What follows belongs to an exercise in optimizing a design on an open flow for small area; a production flow would make more cautious choices.
Function was checked by simulation only, so behaviour that the tests miss may differ from the original.
Power is estimated from default activity; no workload was simulated.

===== design.v =====
module wb_req_arbiter #(
   parameter int DATA_W  = 96,
   parameter int THR_W   = 2,
   parameter int NUM_THR = 4,
   parameter int DEPTH   = 2
) (
   input  logic               clock,
   input  logic               reset,
   input  logic               alu_req_valid,
   input  logic [DATA_W-1:0]  alu_req_info,
   input  logic [THR_W-1:0]   alu_thread_id,
   output logic               alu_req_ready,
   input  logic               mul_req_valid,
   input  logic [DATA_W-1:0]  mul_req_info,
   input  logic [THR_W-1:0]   mul_thread_id,
   output logic               mul_req_ready,
   input  logic               cache_req_valid,
   input  logic [DATA_W-1:0]  cache_req_info,
   input  logic [THR_W-1:0]   cache_thread_id,
   output logic               cache_req_ready,
   input  logic [NUM_THR-1:0] flush,
   input  logic               rob_ready,
   output logic               out_valid,
   output logic [DATA_W-1:0]  out_info,
   output logic [THR_W-1:0]   out_thread_id,
   output logic [1:0]         out_source
);
   localparam int NS = 3;
   localparam int W  = DATA_W + THR_W;    
   logic [NS-1:0]         in_valid;
   logic [NS*W-1:0]       in_word;
   logic [NS-1:0]         full, eligible, discard, take, push;
   logic [NS*W-1:0]       e0, e1;         
   logic [NS-1:0]         rd;             
   logic [NS-1:0]         rr_q;           
   logic                  out_valid_q;
   logic [W-1:0]          out_q;
   logic [1:0]            out_src_q;
   logic                  load, any_take;
   logic [NS-1:0]         g;
   assign in_valid = {cache_req_valid, mul_req_valid, alu_req_valid};
   assign in_word  = {cache_thread_id, cache_req_info,
                      mul_thread_id, mul_req_info,
                      alu_thread_id, alu_req_info};
   assign alu_req_ready   = !full[0];
   assign mul_req_ready   = !full[1];
   assign cache_req_ready = !full[2];
   assign out_valid       = out_valid_q;
   assign out_info        = out_q[DATA_W-1:0];
   assign out_thread_id   = out_q[W-1:DATA_W];
   assign out_source      = out_src_q;
   for (genvar s = 0; s < NS; s++) begin : g_src
      logic [W-1:0] m0, m1;
      logic         l0, l1;           
      logic         rd_q, ne_q, full_q;
      logic         wr, pop, ok0, ok1, lin, we0, we1;
      logic [W-1:0] inw, m0_d, m1_d;
      assign inw = in_word[s*W +: W];
      assign ok0 = l0 && !flush[m0[W-1:DATA_W]];
      assign ok1 = l1 && !flush[m1[W-1:DATA_W]];
      assign lin = !flush[inw[W-1:DATA_W]];
      assign eligible[s] = ne_q && (rd_q ? ok1 : ok0);
      assign discard[s]  = ne_q && !(rd_q ? l1 : l0);
      assign push[s]     = in_valid[s] && !full_q;
      assign wr          = rd_q ^ ne_q;
      assign we0         = push[s] && !wr;
      assign we1         = push[s] && wr;
      assign pop         = take[s] || discard[s];
      assign full[s]     = full_q;
      assign rd[s]       = rd_q;
      assign e0[s*W +: W] = m0;
      assign e1[s*W +: W] = m1;
      wba_hold #(.W(W)) u_h0 (.we(we0), .web(!we0), .d(inw), .q(m0), .y(m0_d));
      wba_hold #(.W(W)) u_h1 (.we(we1), .web(!we1), .d(inw), .q(m1), .y(m1_d));
      always_ff @(posedge clock) begin
         m0 <= m0_d;
         m1 <= m1_d;
         l0 <= we0 ? lin : ok0;
         l1 <= we1 ? lin : ok1;
      end
      always_ff @(posedge clock or posedge reset) begin
         if (reset) begin
            rd_q   <= 1'b0;
            ne_q   <= 1'b0;
            full_q <= 1'b0;
         end else begin
            rd_q <= rd_q ^ pop;
            if (push[s] != pop) begin
               ne_q   <= push[s] || full_q;
               full_q <= push[s] && ne_q;
            end
         end
      end
   end
   assign load = !out_valid_q || rob_ready;
   assign g[0] = eligible[0] && (rr_q[0] || (rr_q[1] && !eligible[1] && !eligible[2]) || (rr_q[2] && !eligible[2]));
   assign g[1] = eligible[1] && (rr_q[1] || (rr_q[2] && !eligible[2] && !eligible[0]) || (rr_q[0] && !eligible[0]));
   assign g[2] = eligible[2] && (rr_q[2] || (rr_q[0] && !eligible[0] && !eligible[1]) || (rr_q[1] && !eligible[1]));
   assign take     = {NS{load}} & g;
   assign any_take = |take;
   logic [W-1:0] out_d;
   wba_omux #(.W(W)) u_omux (
      .s00(take[0] && !rd[0]), .s01(take[0] && rd[0]),
      .s10(take[1] && !rd[1]), .s11(take[1] && rd[1]),
      .s20(take[2] && !rd[2]), .s21(take[2] && rd[2]),
      .sh(!any_take),
      .d00(e0[0*W +: W]), .d01(e1[0*W +: W]),
      .d10(e0[1*W +: W]), .d11(e1[1*W +: W]),
      .d20(e0[2*W +: W]), .d21(e1[2*W +: W]),
      .dh(out_q), .y(out_d));
   always_ff @(posedge clock) begin
      out_q     <= out_d;
      out_src_q <= ({2{any_take}} & {take[2], take[1]}) | ({2{!any_take}} & out_src_q);
   end
   always_ff @(posedge clock or posedge reset) begin
      if (reset) begin
         rr_q        <= 3'b001;
         out_valid_q <= 1'b0;
      end else if (load) begin
         out_valid_q <= any_take;
         if (any_take) rr_q <= {take[1], take[0], take[2]};
      end else if (flush[out_q[W-1:DATA_W]]) begin
         out_valid_q <= 1'b0;
      end
   end
endmodule
module wba_hold #(
   parameter int W = 1
) (
   input  logic         we,
   input  logic         web,
   input  logic [W-1:0] d,
   input  logic [W-1:0] q,
   output logic [W-1:0] y
);
   assign y = ({W{we}} & d) | ({W{web}} & q);
endmodule
module wba_omux #(
   parameter int W = 1
) (
   input  logic         s00, s01, s10, s11, s20, s21, sh,
   input  logic [W-1:0] d00, d01, d10, d11, d20, d21, dh,
   output logic [W-1:0] y
);
   logic [W-1:0] na, nb;
   wba_aoi3 #(.W(W)) u_a (.s0(s00), .s1(s01), .s2(s10), .d0(d00), .d1(d01), .d2(d10), .yn(na));
   wba_aoi3 #(.W(W)) u_b (.s0(s11), .s1(s20), .s2(s21), .d0(d11), .d1(d20), .d2(d21), .yn(nb));
   assign y = ~(na & nb) | ({W{sh}} & dh);
endmodule
module wba_aoi3 #(
   parameter int W = 1
) (
   input  logic         s0, s1, s2,
   input  logic [W-1:0] d0, d1, d2,
   output logic [W-1:0] yn
);
   assign yn = ~(({W{s0}} & d0) | ({W{s1}} & d1) | ({W{s2}} & d2));
endmodule

===== flow/run.sh =====
#!/bin/bash
# Standard synthesis, then the standard layout with 1x port buffers and a
# clock tree of clkbuf_4 leaf clusters without dummy loads.
set -euo pipefail
bash standard.sh synth > synth_step.log 2>&1
bash standard.sh \
  BUFFER_PORTS_ARGS="-buffer_cell sky130_fd_sc_hd__buf_1" \
  CTS_ARGS="-sink_clustering_enable -repair_clock_nets -sink_clustering_size 10 -sink_clustering_max_diameter 40 -buf_list sky130_fd_sc_hd__clkbuf_4 -dont_use_dummy_load" \
  finish > layout_step.log 2>&1

===== standard.sh =====
#!/bin/bash
# synth_recipe.tcl (not shown) runs the flow's synth.tcl, then flattens the netlist and writes it again
# the make line also repeats each setting of config.mk as NAME=value (left out here)
make -C /OpenROAD-flow-scripts/flow DESIGN_CONFIG=/design/flow/config.mk WORK_HOME=/design/flow/orfs CLKGATE_MAP_FILE= SYNTH_SCRIPT=/design/flow/synth_recipe.tcl "${@:-finish}"

===== config.mk =====
export PLATFORM = sky130hd
export DESIGN_NAME = wb_req_arbiter
export DESIGN_NICKNAME = wb_req_arbiter
export VERILOG_FILES = /design/flow/design.v
export SDC_FILE = /design/flow/constraint.sdc
export NUM_CORES = 4
export LEC_CHECK = 0
export CAP_MARGIN = 20
export CORE_MARGIN = 2
export CORE_UTILIZATION = 70
export SLEW_MARGIN = 20
export SYNTH_HIERARCHICAL = 1
export SYNTH_MINIMUM_KEEP_SIZE = 0

===== constraint.sdc =====
create_clock -name core_clock -period 5.0 [get_ports {clock}]
set_input_delay 1.0000 -clock core_clock [delete_from_list [all_inputs] [get_ports {clock}]]
set_output_delay 1.0000 -clock core_clock [all_outputs]
set_load 0.01 [all_outputs]

==> results of run 1 <==
==> final cells by class <==
type / count / area (µm²) / share of cell area
multi-input cells: 1085 / 8920 / 0.339
clock buffers: 85 / 638 / 0.0242
inverters: 12 / 60.1 / 0.00228
repair buffers: 438 / 1840 / 0.0697
flip-flops and latches: 707 / 14200 / 0.541
well taps: 455 / 569 / 0.0216
diodes: 25 / 62.6 / 0.00238
==> power breakdown <==
| part | internal (W) | switching [W] | total, W | leakage, nW |
|---|---|---|---|---|
| Sequential | 0.00813 | 0.00141 | 0.00954 | 5.95 |
| Combinational | 0.00256 | 0.00300 | 0.00556 | 4.61 |
| Clock | 0.000783 | 0.00174 | 0.00253 | 0.391 |
| Total | 0.0115 | 0.00616 | 0.0176 | 11.0 |
==> routing by layer <==
metal	track usage	part of all wire
met2	0.619	0.44
met3	0.130	0.14
met4	0.207	0.043
met1	0.517	0.37
met5	0	0.0025
==> cells by family (layout without fill, tap and decap cells) <==
logic type,count (synthesis),count (layout)
compound gates,808,808
xor+xnor,5,5
buf+inv,225,535
flops,707,707
mux,20,20
other cells,0,25
simple gates,252,252
==> path summary, 6_finish.rpt <==
| check | startpoint | endpoint | slack, ns | cells past startpoint |
|---|---|---|---|---|
| max | g_src[2].m0[96] | out_q[36] | 1.48 | 8 |
| min | reset | g_src[0].full_q | 0.18 | 2 |
| max reg2reg | g_src[2].m0[96] | out_q[36] | 1.48 | 8 |
| min reg2reg | g_src[2].m1[27] | out_q[27] | 0.47 | 2 |
| max in group asynchronous | reset | rr_q[0] | 4.38 | 2 |
| min in group core_clock | alu_req_info[56] | g_src[0].m0[56] | 0.42 | 2 |
==> placed cells by master (no fill, tap or decap), types with 7 or more instances in the layout <==
cell type / instances
dfrtp_1: 12
nand2b_1: 8
mux4_1: 7
nand2_1: 107
buf_1: 407
nand3_1: 99
dfxtp_1: 692
clkbuf_4: 85
buf_4: 25
nor2_1: 8
mux2i_1: 9
diode_2: 25
a22o_1: 589
a222oi_1: 196
==> worst reg2reg max path, cell delays in order, from the launching register on <==
cell      delay [ns]
dfxtp_1         0.38
mux4_1          0.57
nand2b_1        0.20
o22ai_1         0.22
o2111a_2        0.37
and2_4          0.84
buf_4           0.62
a222oi_1        0.15
nand3_1         0.11
==> state kept, by name, indices dropped and copies added (netlist names), named ones only <==
name          cells
g_src.m0        294
g_src.m1        294
out_q            98
g_src.full_q      3
g_src.l0          3
g_src.l1          3
g_src.ne_q        3
g_src.rd_q        3
rr_q              3
out_valid_q       1
==> metrics by stage <==
step	std cells	setup slack [ns]
6_report	2807	1.48
5_1_grt	2799	1.37
4_1_cts	2782	1.59
3_5_place_dp	2697	0.826
3_3_place_gp	2697	0.903
2_1_floorplan	2017	1.55
==> impl.org, run 1 <==
** Outcome
- The run finished with no timing, DRC or antenna violations.

** Timing
- Unrepaired setup endpoints after global routing :: no
- Worst slew margin relative to its limit :: 0.244
- Setup total negative slack on the finished layout was measured at 0 ns.
- For the pin with the worst max-slew slack, the measured transition is 1.13 ns.
- Maximum operating frequency :: 284 MHz
- Final critical-path share of the clock period :: 0.703
- Final worst path period need :: 3.52 ns
- Setup-violating endpoint count in the final report :: 0
- Hold violation count in the final report :: 0
- Across the routed clock network, the largest skew measured is 0.0822 ns.
- On the final layout, the worst hold slack is 0.177 ns.
- Max-slew violation count :: 0

** Route
- Iteration-0 DRC Markers :: 2905
- In the final routed layout, each cell accounts on average for 27.1 µm.
- Remaining number of nets flagged by the antenna check after routing :: 0
- The detailed router placed 20400 vias in this run.
- Total wire length after detailed routing :: 76.2 mm
- Detailed-routing iteration count for the pre-antenna-repair pass :: 10
- Number of remaining DRC errors :: 0
- Using the TritonRoute via totals, the vias-per-cell ratio works out to 7.27.

** Critical path
- In this run the worst path has a maximum fanout of 66.
- At the worst endpoint, the required time is 5.71 ns.
- CP delay by family, top :: simple AND/OR/NAND/NOR gates
- Traced cell by cell, the critical path runs through mux4_1 > nand2b_1 > o22ai_1 > o2111a_2 > and2_4 > buf_4 > a222oi_1 > nand3_1.
- Worst setup path category :: reg -> reg
- Largest stage delay, worst path :: 0.84 ns
- Nature of the critical path endpoint :: flop
- Kind of start point of the critical path :: flop
- The number of buffers and inverters on the critical path is 1.
- Data arrival time of the critical path :: 4.23 ns
- The slowest stage of the critical path belongs to the cell and2_4.

** Layout
- Synthesis-to-finish area growth :: 7.07%
- After filler insertion, the fill cell instance count of the layout stands at 2475.
- Fraction of the core area covered by cells at the end of the flow :: 0.762
- Share of post-route cells with drive strength above 1 :: 0.0649
- Final std cell area, no fill :: 26300 µm²
- Nets :: 2633

** Global route
- For this run, the total global-route usage over all layers was measured as 0.406.
- After global routing the overflow that remains totals 0.
- Pin count of the biggest net entering global routing :: 78
- Via count of the first global-routing pass :: 20300
- Antenna violations before repair :: 35
- First-pass GRT wire length :: 115 mm

** Synth
- Of all flip-flops after synthesis, the portion carrying an async set or reset was 0.0184.
- The synthesized design contains 2 enable-type register cells.
- After synthesis the netlist holds a flip-flop and latch count of 707.
- Of the total synthesized cell area, the portion taken by AND, OR, NAND and NOR gates is 0.0479.
- Counting every net in the synthesized netlist gives 2321.
- Yosys instantiated no cell more often than dfxtp_1.
- Summing every instance area after synthesis gives 24600 µm².
- Fraction of synthesized area in multiplexers :: 0.0139
- Area fraction of the dominant cell type after synthesis :: 0.563
- Total of warnings raised by yosys :: 7
- Most instantiated cells after synthesis :: dfxtp_1, a22o_1, a222oi_1
- Ranked by total cell area, the synthesized netlist is headed by dfxtp_1, a22o_1, a222oi_1.
- Synthesized-area fraction occupied by xor and xnor cells :: 0.00178
- Share of the synthesized area in compound gates (AO/OA/AOI/OAI) :: 0.297
- Of all cell types, the one taking the most synthesized area is dfxtp_1.
- Mean area per synthesized cell :: 12.2 µm²
- By area, the combinational part of the netlist is dominated by compound AO/OA/AOI/OAI gates.
- In this run, distinct cell masters in the synthesized netlist total 48.
- Sequential fraction of the synthesis area :: 0.579
- Main synth FF type :: dfxtp_1
- Of the total synthesized cell area, the portion taken by full adders, half adders and majority gates is 0.
- Synthesis handed over a netlist of 2017 instances.

** Clock tree
- TritonCTS built the clock tree.
- The later pin in the worst-skew pair is clocked with a latency of 0.83 ns.
- The clock tree synthesis step divided the H-tree into 3 levels.
- After clock tree synthesis, the clock-pin slew on the worst setup and hold paths is 0.10 ns.
- Setup fix buffers added after clock tree synthesis :: 0
- TritonCTS buffer count :: 85
- The number of gates resized after CTS was 0.
- No sink is reached through more buffers than the 3 on the longest clock path.
- The cell sitting at the root of the clock tree is a clkbuf_4.
- The tree built by TritonCTS fans out to 707 sinks.
- After clock tree synthesis, the flow added hold-fix buffers numbering 0.

** Die
- I/O pins :: 408
- Initial cell density of the core :: 0.712
- The floorplan has 68 rows.
- After floorplanning, the core was sized to cover 34500 µm².
- Die Area :: 36600 µm²
- In this run the horizontal extent of the chip is 191 µm.
- Die H :: 191 µm

** Placed design
- The wire-length estimate of the detail-placed layout is 44.5 mm.
- In this run the tool buffered the top-level ports with 407 buffer cells.
- Once placement finished, the instance area stood at 25600 µm².
- The congestion estimate from routability-driven global placement came to 0.882.

** Power and ir drop
- Total Power :: 0.0176 W
- Pwr per Cell Area :: 670 nW/µm²
- Largest vdd supply drop :: 0.629 mV
- Reported leakage power :: 11.0 nW

** Min path
- The path class of the tightest hold or removal check is in -> async.

** Job
- Max-cap violations in this run came to 0.
==> inputs of run 2 (changes only) <==
--- a/design.v
+++ b/design.v
@@ -103,14 +103,14 @@
       .s00(take[0] && !rd[0]), .s01(take[0] && rd[0]),
       .s10(take[1] && !rd[1]), .s11(take[1] && rd[1]),
       .s20(take[2] && !rd[2]), .s21(take[2] && rd[2]),
-      .sh(!any_take),
+      .sh(!load),
       .d00(e0[0*W +: W]), .d01(e1[0*W +: W]),
       .d10(e0[1*W +: W]), .d11(e1[1*W +: W]),
       .d20(e0[2*W +: W]), .d21(e1[2*W +: W]),
       .dh(out_q), .y(out_d));
    always_ff @(posedge clock) begin
       out_q     <= out_d;
-      out_src_q <= ({2{any_take}} & {take[2], take[1]}) | ({2{!any_take}} & out_src_q);
+      out_src_q <= load ? {take[2], take[1]} : out_src_q;
    end
    always_ff @(posedge clock or posedge reset) begin
       if (reset) begin
==> impl.org, run 2 <==
** Critical path
- For the worst setup path, the data required time is 5.73 ns.
- Nature of the critical path endpoint :: flop
- Setup slack on the worst reg-to-reg path comes out at 1.62 ns.
- The worst register-to-register path has a depth of 9.
- Kind of start point of the critical path :: flop
- In this run the worst path has a maximum fanout of 45.
- Data arrival time of the critical path :: 4.11 ns
- CP cell instances :: mux2_2 > a2bb2oi_1 > o32ai_1 > o2111ai_1 > o21ai_1 > and2_4 > buf_12 > a222oi_1 > nand3_1
- The critical path in this run is classified as reg -> reg.
- Worst r2r src :: g_src[1].m0[97]
- The endpoint identified for the worst register-to-register timing path is out_q[96].
- Standard cell with the maximum stage delay on the critical path :: and2_4
- Largest stage delay, worst path :: 0.65 ns

** Synth
- Area fraction of the dominant cell type after synthesis :: 0.562
- Number of storage elements in the synthesis netlist :: 707
- Among all flip-flop cells after synthesis, the most frequent one is dfxtp_1.
- Synthesis produced 2046 cells.
- dfxtp_1 is the most common cell in the netlist.
- The biggest area contributor in the post-synthesis netlist is dfxtp_1.
- The share of the Yosys chip area taken by registers is 0.578.
- Post-synthesis instance area :: 24700 µm²
- Count of cell types in the netlist :: 48
- Yosys printed 7 warnings.
- After synthesis, the most frequently instantiated cells are dfxtp_1, a22o_1, a222oi_1.
- The synthesized design contains 2 enable-type register cells.
- Most area-consuming cells after synthesis :: dfxtp_1, a22o_1, a222oi_1
- Async set or reset register ratio after synthesis :: 0.0184
- The number of nets in the synthesized netlist is 2350.
- Mean area per synthesized cell :: 12.1 µm²

** Die
- The region available for standard cell placement spans 34600 µm².
- The initial utilization of the core area, before any placement, comes to 0.712.
- The floorplan step set the die height to 192 µm.
- The floorplan step defined a die boundary enclosing 36700 µm².
- In this run the core area contains 68 standard-cell rows.
- From left edge to right edge, the die measures 192 µm.
- 408 I/O pins were placed.

** Timing
- Sum of negative setup slack :: 0 ns
- Headroom to the max-slew limit came out at 0.296.
- Max-slew violation count :: 0
- Setup violations remaining at the end of the flow were counted as 0.
- The clock arrives with 0.0605 ns of skew.
- At the pin with the least slew margin, the transition time is 1.06 ns.
- Setup repair after global routing left no endpoint under its margin.
- The count of endpoints failing hold in the final timing report is 0.
- Final critical-path share of the clock period :: 0.677
- Final worst path period need :: 3.38 ns
- Maximum operating frequency :: 296 MHz

** Global route
- Pin count of the biggest net entering global routing :: 73
- First-pass GRT wire length :: 114 mm
- Leftover overflow at the end of global routing :: 0
- The number of antenna violations at the first check in global routing came to 23.
- The number of global-route vias before repair was 20200.
- Across every metal layer, demand over resource in global routing totals 0.397.

** Layout
- In the final layout, the registers with the most flip-flops are g_src.m0: 294 flops, g_src.m1: 294 flops, out_q: 98 flops.
- Top library cells by usage in the layout, fill and taps aside :: dfxtp_1, a22o_1, buf_1
- Synthesis-to-finish area growth :: 6.82%
- Leaving out fill and tap cells, the most frequent cell in the layout is dfxtp_1.
- Nets :: 2659
- Share of post-route cells with drive strength above 1 :: 0.0671
- Summing all non-filler instances in the final layout gives an area of 26300 µm².

** Power and ir drop
- Of the total power, the share spent switching nets is 0.377.
- The share of total power dissipated in combinational logic is 0.361.
- Of the total power, the clock network draws 0.126.
- Reported leakage power :: 10.9 nW
- Int Pwr :: 0.0125 W
- The share of total power dissipated in sequential elements is 0.513.
- Reported net switching power :: 0.00756 W
- VDD sags by at most 0.542 mV.
- Pwr per Cell Area :: 761 nW/µm²

** Clock tree
- TritonCTS built the clock tree.
- H-tree levels :: 3
- Maximum count of clock buffers along a single path :: 3
- CTS saw 707 sinks.
- Post-CTS timing repair inserted 0 buffers for setup.
- Clock-pin slew was measured on the worst setup and hold paths at 0.11 ns.
- Number of instances resized during post-cts repair :: 0
- Cts hold-fix bufs :: 0
- Worst-Skew Late Latency :: 0.83 ns
- TritonCTS buffer count :: 84
- Clk root buf :: clkbuf_4

** Route
- Before antenna repair, the detailed router went through 9 iterations.
- After detailed routing, the number of vias per cell comes to 7.16.
- In this run, the number of DRC markers left after iteration 0 of detailed routing was 2857.
- In the routed design, unresolved DRC markers number 0.
- Wires add up to 75.0 mm.
- The final route contains 20300 vias.
- In the final routed layout, each cell accounts on average for 26.5 µm.
- Remaining number of nets flagged by the antenna check after routing :: 0

** Placed design
- The congestion estimate from routability-driven global placement came to 0.909.
- During placement, the flow inserted port buffers numbering 407.
- HPWL Detailed :: 44.4 mm
- Once placement finished, the instance area stood at 25600 µm².

** Min path
- The worst hold path belongs to the class in -> async.

** Outcome
- The run finished with no timing, DRC or antenna violations.

** Job
- Max-capacitance violation count :: 0
-- run 2: cells by family after synthesis --
logic type	count (synthesis)	synth area share
compound gates	824	0.301
flops	707	0.578
simple gates	258	0.0474
buf+inv	233	0.0625
mux	20	0.0106
xor+xnor	4	0.00142
-- run 2: layer usage --
metal / vias up / share of wire / GRT usage
met5: - / 0.0011 / 0
met4: 12 / 0.040 / 0.203
met3: 196 / 0.12 / 0.0978
met2: 1390 / 0.45 / 0.612
met1: 9870 / 0.39 / 0.521
li1: 8806 / - / -
-- run 2: layout make-up --
type,instances,area [µm²]
diodes,23,57.6
fillers,2461,8290
clock buffers,84,631
repair buffers,440,1830
inverters,16,68.8
multi-input cells,1106,8950
flip-flops and latches,707,14200
well taps,455,569
-- run 2: through the flow --
step                      std cells  worst slack, ns  hold slack, ns  total power, W   util
final                          2831             1.62           0.167          0.0200  0.761
after global routing           2823             1.51           0.194          0.0210  0.760
after global placement         2724             1.25           0.451          0.0170  0.741
after CTS                      2808             1.75           0.144          0.0198  0.759
after floorplan                2046             1.87           0.439          0.0154      -
after detailed placement       2724             1.10           0.452          0.0174  0.741
-- run 2: worst max-delay path: cells and delay by family, from the launching register on --
kind | cells | cell delay [ns]
multiplexers | 1 | 0.35
buffers and inverters | 1 | 0.29
flip-flops | 1 | 0.42
AO/OA/AOI/OAI | 5 | 1.41
AND/OR/NAND/NOR | 2 | 0.78
-- run 2: how the worst max path moves through the flow --
stage          cells past startpoint  slack [ns]             from               to
3_3_place_gp                      10        1.25         flush[1]        out_q[96]
2_1_floorplan                     13        1.87         flush[2]        out_q[76]
4_1_cts                            5        1.75    g_src[2].rd_q  g_src[2].m1[50]
6_report                           9        1.62  g_src[1].m0[97]        out_q[96]
3_5_place_dp                      10        1.10         flush[3]        out_q[14]
5_1_grt                            5        1.51    g_src[2].rd_q  g_src[2].m1[50]
-- run 2: power groups by stage --
| stage | clock network, W | registers [W] | logic (W) |
|---|---|---|---|
| floorplan | 0 | 0.00996 | 0.00542 |
| detailed placement | 0 | 0.0103 | 0.00708 |
| finish | 0.00253 | 0.0103 | 0.00724 |
| global placement | 0 | 0.0102 | 0.00683 |
| global route | 0.00276 | 0.0105 | 0.00769 |
| CTS | 0.00253 | 0.0102 | 0.00710 |
==> inputs of run 3 (changes only) <==
--- a/config.mk
+++ b/config.mk
@@ -8,6 +8,7 @@
 export CAP_MARGIN = 20
 export CORE_MARGIN = 2
 export CORE_UTILIZATION = 70
+export GPL_TIMING_DRIVEN = 0
 export SLEW_MARGIN = 20
 export SYNTH_HIERARCHICAL = 1
 export SYNTH_MINIMUM_KEEP_SIZE = 0
==> impl.org, run 3 <==
** Critical path
- Data arrives at the worst endpoint at 4.21 ns.
- Measured in cells, the most critical reg-to-reg path has a length of 10.
- The critical path is of the reg -> reg type.
- In this run the critical register-to-register path is launched from g_src[1].m0[97].
- Peak fanout along the critical path :: 10
- Kind of start point of the critical path :: flop
- The endpoint identified for the worst register-to-register timing path is out_q[34].
- Across all register-to-register paths, the minimum setup slack is 1.56 ns.
- STA classifies the critical path endpoint as a flop.
- At the worst endpoint, the required time is 5.77 ns.

** Synth
- The share of the Yosys chip area taken by registers is 0.578.
- By instance count, the leading cell after synthesis is dfxtp_1.
- Post-synth EDFFs :: 2
- Number of storage elements in the synthesis netlist :: 707
- Post-synthesis instance area :: 24700 µm²
- Each instance of the synthesized netlist takes up on average 12.1 µm².
- Of the post-synthesis cell area, the dominant cell type holds 0.562.
- In the synthesized netlist, the cells that appear most often are dfxtp_1, a22o_1, a222oi_1.
- During synthesis, Yosys emitted a total of 7 warnings.
- The largest total area in the synthesized netlist belongs to dfxtp_1.
- When the netlist entered floorplanning its net count stood at 2350.
- After synthesis, the netlist uses 48 different library cells.
- In the post-synthesis netlist, the biggest area contributors are dfxtp_1, a22o_1, a222oi_1.
- Main synth FF type :: dfxtp_1
- In the synthesized netlist the async set-or-reset flop fraction comes to 0.0184.
- Synthesis handed over a netlist of 2046 instances.

** Clock tree
- After clock tree synthesis, the clock-pin slew on the worst setup and hold paths is 0.12 ns.
- TritonCTS clock tree :: done
- H-tree levels :: 3
- Cts hold-fix bufs :: 0
- Clock tree synthesis selected as its root buffer the cell clkbuf_4.
- The later pin in the worst-skew pair is clocked with a latency of 0.82 ns.
- TritonCTS buffer count :: 85
- The clock passes through at most 3 buffers.
- Clock tree synthesis found a total of 707 sinks.
- Setup fix buffers added after clock tree synthesis :: 0
- Number of instances resized during post-cts repair :: 0

** Layout
- Biggest regs :: g_src.m0: 294 flops, g_src.m1: 294 flops, out_q: 98 flops
- Post-route insts no fill :: 3010
- Fraction of the core area covered by cells at the end of the flow :: 0.792
- Nets :: 2842
- Synthesis-to-finish area growth :: 11.3%
- Share of post-route cells with drive strength above 1 :: 0.110
- Leaving out fill and tap cells, the most frequent cell in the layout is dfxtp_1.
- Top library cells by usage in the layout, fill and taps aside :: dfxtp_1, a22o_1, buf_1

** Timing
- Hold violation count in the final report :: 0
- After layout, the minimum clock period comes to 3.44 ns.
- The count of final max-slew check failures came to 0.
- Setup violations remaining at the end of the flow were counted as 0.
- Worst slew margin relative to its limit :: 0.572
- Worst-case clock skew :: 0.0712 ns
- Setup slack closes at 1.56 ns.
- Sum of negative setup slack :: 0 ns
- Derived from the worst setup path, the maximum achievable clock frequency is 291 MHz.
- For the pin with the worst max-slew slack, the measured transition is 0.643 ns.
- Hold Worst Slack :: 0.168 ns
- Of the available clock period, the critical path in the final layout requires 0.687.
- Unrepaired setup endpoints after global routing :: no

** Die
- Area of the placeable core :: 34600 µm²
- Die H :: 192 µm
- Die Area :: 36700 µm²
- From left edge to right edge, the die measures 192 µm.
- I/O pins :: 408
- Row cnt :: 68
- The initial utilization of the core area, before any placement, comes to 0.712.

** Route
- Total wire length after detailed routing :: 74.2 mm
- The first detailed-routing pass took 7 iterations.
- For this run, design rule violations remaining after detail routing come to 0.
- Routed length per instance :: 24.7 µm
- Average vias per placed instance :: 6.93
- Number of vias after detailed routing :: 20900
- Remaining number of nets flagged by the antenna check after routing :: 0
- Iteration-0 DRC Markers :: 2663

** Placed design
- Input and output buffers added on the ports amount to 405.
- The congestion estimate from routability-driven global placement came to 0.908.
- Worst-case setup slack after placement :: 0.917 ns
- HPWL Detailed :: 51.9 mm
- Including well taps, the total number of placed cells is 2906.

** Power and ir drop
- For this design the static power due to leakage is 11.6 nW.
- Of the total power, registers draw 0.496.
- In this run the power spent charging and discharging nets is 0.00764 W.
- Share of total power in the clock network :: 0.123
- Pwr per Cell Area :: 753 nW/µm²
- The share of total power dissipated in combinational logic is 0.381.
- VDD sags by at most 0.417 mV.
- Of the total power, the share spent switching nets is 0.370.
- Internal power comes to 0.0130 W.

** Global route
- Global-route usage over all layers :: 0.390
- Entering global routing, the biggest net connects 14 pins.
- The number of global-route vias before repair came to 20300.
- Antenna violations before repair :: 23
- First-pass GRT wire length :: 111 mm
- The total overflow left after global routing is 0.

** Outcome
- Run status :: no timing/DRC/antenna violations

** Min path
- The tightest min-delay check is of the in -> async type.

** Job
- Max-capacitance violation count :: 0
run 3: area by class of cell:
cell class	instances	area, µm²
diodes	19	47.5
plain buffers	217	1480
clock buffers	85	638
fillers	2285	7200
inverters	16	60.1
multi-input cells	1106	8880
flip-flops and latches	707	14200
well taps	455	569
repair buffers	405	1520
run 3: worst max-delay path by stage:
stage                     from  depth (start not counted)  slack [ns]        end
2_1_floorplan         flush[2]                         13        1.87  out_q[76]
3_3_place_gp          flush[1]                         11        0.93  out_q[34]
5_1_grt        g_src[1].m0[97]                         10        1.31  out_q[34]
4_1_cts        g_src[1].m0[97]                         10        1.66  out_q[34]
3_5_place_dp          flush[1]                         11        0.92  out_q[34]
6_report       g_src[1].m0[97]                         10        1.56  out_q[34]
run 3: critical path: stages, from the launching register on:
cell	delay [ns]
dfxtp_1	0.42
mux2_2	0.35
a2bb2oi_1	0.17
o32ai_1	0.47
o2111ai_1	0.23
o21ai_1	0.35
nor2b_1	0.17
buf_2	0.39
clkbuf_1	0.52
a222oi_1	0.21
nand3_1	0.15
run 3: metrics by stage:
step / cell area (µm²) / total power (W)
CTS: 27400 / 0.0204
global placement: 26700 / 0.0175
floorplan: 24700 / 0.0154
finish: 27400 / 0.0207
detailed placement: 26700 / 0.0179
global route: 27400 / 0.0217
run 3: logic make-up (layout without fill, tap and decap cells):
kind of cell              after synthesis  after routing  synth area share
DFF                                   707            707             0.578
other                                   0             19                 0
buffers and inverters                 233            723            0.0625
AOI/OAI and AO/OA                     824            824             0.301
xor gates and xnor gates                4              4           0.00142
and+or+nand+nor                       258            258            0.0474
muxes                                  20             20            0.0106
run 3: routing by layer:
layer | part of all wire | vias up | track usage
met5 | 0.0010 | - | 0
met4 | 0.050 | 12 | 0.206
met3 | 0.13 | 272 | 0.120
met2 | 0.44 | 1400 | 0.593
met1 | 0.38 | 9987 | 0.501
li1 | - | 9183 | -
run 3: power groups by stage:
| stage | Clock, W | Sequential, W | Combinational [W] |
|---|---|---|---|
| 6_report | 0.00254 | 0.0102 | 0.00788 |
| 2_1_floorplan | 0 | 0.00996 | 0.00542 |
| 4_1_cts | 0.00254 | 0.0102 | 0.00773 |
| 3_5_place_dp | 0 | 0.0102 | 0.00770 |
| 5_1_grt | 0.00277 | 0.0105 | 0.00840 |
| 3_3_place_gp | 0 | 0.0101 | 0.00738 |
==> inputs of run 4 (changes only) <==
==> flow/run.sh (replaced) <==
#!/bin/bash
# Standard synthesis, then the standard layout with 1x port buffers and a
# clock tree of clkbuf_8 leaf clusters without dummy loads.
set -euo pipefail
bash standard.sh synth > synth_step.log 2>&1
bash standard.sh \
  BUFFER_PORTS_ARGS="-buffer_cell sky130_fd_sc_hd__buf_1" \
  CTS_ARGS="-sink_clustering_enable -repair_clock_nets -sink_clustering_size 18 -sink_clustering_max_diameter 50 -buf_list sky130_fd_sc_hd__clkbuf_8 -dont_use_dummy_load" \
  finish > layout_step.log 2>&1
--- a/config.mk
+++ b/config.mk
@@ -8,7 +8,6 @@
 export CAP_MARGIN = 20
 export CORE_MARGIN = 2
 export CORE_UTILIZATION = 70
-export GPL_TIMING_DRIVEN = 0
 export SLEW_MARGIN = 20
 export SYNTH_HIERARCHICAL = 1
 export SYNTH_MINIMUM_KEEP_SIZE = 0
==> impl.org, run 4 <==
** Outcome
- Run status :: no timing/DRC/antenna violations

** Critical path
- The startpoint identified for the worst register-to-register timing path is g_src[2].rd_q.
- The largest single stage delay on the critical path is 0.63 ns.
- Along the worst path, the maximum fanout reaches 45.
- Standard cell with the maximum stage delay on the critical path :: and2_4
- End of the worst register-to-register path :: g_src[2].m1[70]
- The number of cells on the worst reg-to-reg path is 5.
- CP cell instances :: buf_1 > mux2_2 > a2bb2oi_1 > o32ai_1 > o2111ai_1 > o21ai_1 > and2_4 > buf_12 > a222oi_1 > nand3_1
- For flop-to-flop paths, the worst setup slack is 1.68 ns.
- Nature of the critical path endpoint :: flop
- Kind of start point of the critical path :: primary input
- Worst setup path category :: in -> reg
- Data on the critical path arrives at its endpoint at 3.94 ns.
- STA puts the critical path data required time at 5.56 ns.

** Placed design
- Detailed placement ended at an HPWL of 44.4 mm.
- Final weighted congestion in routability-driven placement :: 0.909
- Port buffering added 407 buffers.

** Job
- Max-cap violations in this run came to 0.

** Synth
- Summing every instance area after synthesis gives 24700 µm².
- Post-synth EDFFs :: 2
- During synthesis, Yosys emitted a total of 7 warnings.
- Number of storage elements in the synthesis netlist :: 707
- Main synth FF type :: dfxtp_1
- Async set or reset register ratio after synthesis :: 0.0184
- In this run the mean area of a mapped cell was 12.1 µm².
- dfxtp_1 takes more of the synthesized area than any other cell.
- Most instantiated cells after synthesis :: dfxtp_1, a22o_1, a222oi_1
- Sequential fraction of the synthesis area :: 0.578
- The synthesized netlist contains 48 unique library cells.
- Post-Syn Instances :: 2046
- The most common cell in the synthesized netlist is dfxtp_1.
- Most area-consuming cells after synthesis :: dfxtp_1, a22o_1, a222oi_1
- The share of synthesized area in the top cell type comes to 0.562.
- Syn_nets :: 2350

** Clock tree
- TritonCTS clock tree :: done
- Clk root buf :: clkbuf_8
- After clock tree synthesis, the flow added hold-fix buffers numbering 0.
- Post-CTS clock slew at the launch and capture registers of the worst setup and hold paths :: 0.10 ns
- Number of instances resized during post-cts repair :: 0
- TritonCTS buffer count :: 49
- Maximum count of clock buffers along a single path :: 3
- Setup fix buffers added after clock tree synthesis :: 0
- Worst-Skew Late Latency :: 0.68 ns
- H-tree levels :: 2
- Clock Sink Count :: 707

** Die
- Horizontal die dimension :: 192 µm
- Area of the placeable core :: 34600 µm²
- During I/O placement, the number of pins put on the boundary was 408.
- In this run the core area contains 68 standard-cell rows.
- Die Area :: 36700 µm²
- The die is 192 µm tall.
- The initial utilization of the core area, before any placement, comes to 0.712.

** Global route
- For this run the aggregate overflow at the end of global routing stands at 0.
- The number of antenna violations at the first check in global routing is 22.
- Entering global routing, the biggest net connects 73 pins.
- In the global route stage, overall resource usage came out at 0.393.
- The number of global-route vias before repair is 20000.
- The first global-routing pass estimated 113 mm of wire.

** Route
- Detailed-routing iteration count for the pre-antenna-repair pass :: 8
- Number of remaining DRC errors :: 0
- Total wire length after detailed routing :: 74.7 mm
- The first routing iteration left 2834 violations.
- Using the TritonRoute via totals, the vias-per-cell ratio works out to 7.19.
- The detailed router placed 20100 vias in this run.
- Remaining number of nets flagged by the antenna check after routing :: 0
- Dividing the detail-routed wire length by the instance count gives 26.7 µm.

** Layout
- Counting the fill cells in the layout gives 2437.
- At the end of the flow, the number of nets in the layout was 2624.
- Synthesis-to-finish area growth :: 6.98%
- Summing all flip-flop and latch instances after layout gives 14200 µm².
- The largest registers in the layout are g_src.m0: 294 flops, g_src.m1: 294 flops, out_q: 98 flops.
- Area of the multi-input gates :: 8950 µm²
- In the final layout, the share of cells above drive strength 1 is 0.0531.
- Leading cell type in the layout, fill and taps excluded :: dfxtp_1
- The top cell types in the final layout, fill and taps aside, are dfxtp_1, a22o_1, buf_1.

** Timing
- The count of final max-slew check failures is 0.
- Final critical-path share of the clock period :: 0.676
- Sum of negative setup slack :: 0 ns
- Subtracting the final worst setup slack from the clock period gives 3.38 ns.
- Worst-case clock skew :: 0.0572 ns
- In this run the tightest slew margin relative to its limit is 0.296.
- Derived from the worst setup path, the maximum achievable clock frequency is 296 MHz.
- The count of endpoints failing hold in the final timing report is 0.
- At the pin with the least slew margin, the transition time is 1.06 ns.
- Unrepaired setup endpoints after global routing :: no
- Setup violations remaining at the end of the flow were counted as 0.

** Min path
- The path class of the tightest hold or removal check is in -> async.

** Power and ir drop
- Pwr per Cell Area :: 762 nW/µm²
- Largest vdd supply drop :: 0.525 mV
- For this design the static power due to leakage is 10.9 nW.
- Total Power :: 0.0201 W
==> run 4: cell type report <==
| class | count | area share |
|---|---|---|
| tap | 455 | 0.0216 |
| clock buffer | 49 | 0.0256 |
| inverter | 16 | 0.00261 |
| antenna | 21 | 0.00199 |
| timing repair buffer | 440 | 0.0692 |
| sequential | 707 | 0.540 |
| multi-input combinational | 1106 | 0.339 |
==> run 4: cell families after synthesis <==
kind of cell              share of synthesized area
AOI/OAI and AO/OA                             0.301
DFF                                           0.578
and+or+nand+nor                              0.0474
buffers and inverters                        0.0625
muxes                                        0.0106
xor gates and xnor gates                    0.00142
==> run 4: how the worst max path moves through the flow <==
| stage | startpoint | endpoint | slack, ns | cells past startpoint |
|---|---|---|---|---|
| floorplan | flush[2] | out_q[76] | 1.87 | 13 |
| global placement | flush[1] | out_q[96] | 1.25 | 10 |
| detailed placement | flush[3] | out_q[14] | 1.10 | 10 |
| CTS | g_src[2].rd_q | g_src[2].m1[15] | 1.68 | 5 |
| global route | flush[3] | out_q[93] | 1.47 | 10 |
| finish | flush[3] | out_q[93] | 1.62 | 10 |
==> run 4: metal layers <==
layer	vias up	share of wire	GRT usage
li1	8694	-	-
met1	9839	0.39	0.518
met2	1340	0.45	0.608
met3	192	0.12	0.0956
met4	12	0.040	0.195
met5	-	0.0012	0
==> run 4: where the power goes <==
part	internal [W]	switching, W	total (W)
sequential	0.00855	0.00172	0.0103
combinational	0.00315	0.00410	0.00725
clock	0.000881	0.00169	0.00257
total	0.0126	0.00751	0.0201
==> run 4: worst max-delay path: cells and delay by family <==
kind            cells  cell delay, ns
mux                 1            0.31
compound gates      5            1.33
buf+inv             2            0.48
simple gates        2            0.74
==> run 4: stage by stage <==
step           setup WS, ns  cell area (µm²)  std cells  utilization  hold WS (ns)
2_1_floorplan          1.87            24700       2046            -         0.439
3_3_place_gp           1.25            25600       2724        0.741         0.451
3_5_place_dp           1.10            25600       2724        0.741         0.452
4_1_cts                1.68            26300       2773        0.760         0.310
5_1_grt                1.47            26400       2787        0.761         0.358
6_report               1.62            26400       2794        0.762         0.319

## static timing again, ports no longer ideal
No port has a modelled driver above. Below, the same layouts with a new extraction and two added sets of constraints.
Step 1 sets driving cells, clkbuf_16 on the clock port and buf_2 on the other inputs (assumed; they add their load-dependent delay and slew).
Step 2 also shifts input and output timing later by t, the mid clock arrival at the registers, as if the neighbouring blocks saw the same clock.
Three values: ideal, step 1, step 2; two values: the first two.
run	t (ns)	setup WS [ns]	worst setup path at the end	clock arrival spread, ns	slew at the worst register clock pin (ns)
run 1	0.844	1.483 / 1.483 / 0.680	input to register	0.085 / 0.085	0.11 / 0.11
run 2	0.848	1.616 / 1.616 / 0.832	input to register	0.061 / 0.060	0.11 / 0.11
run 3	0.843	1.565 / 1.565 / 0.753	input to register	0.082 / 0.082	0.12 / 0.12
run 4	0.706	1.622 / 1.617 / 0.911	input to register	0.064 / 0.064	0.11 / 0.11
After both steps every run listed still meets setup and hold. The setup slack of run 3, which loses most, moves by 0.000 ns with the drivers and by -0.812 ns with both steps.
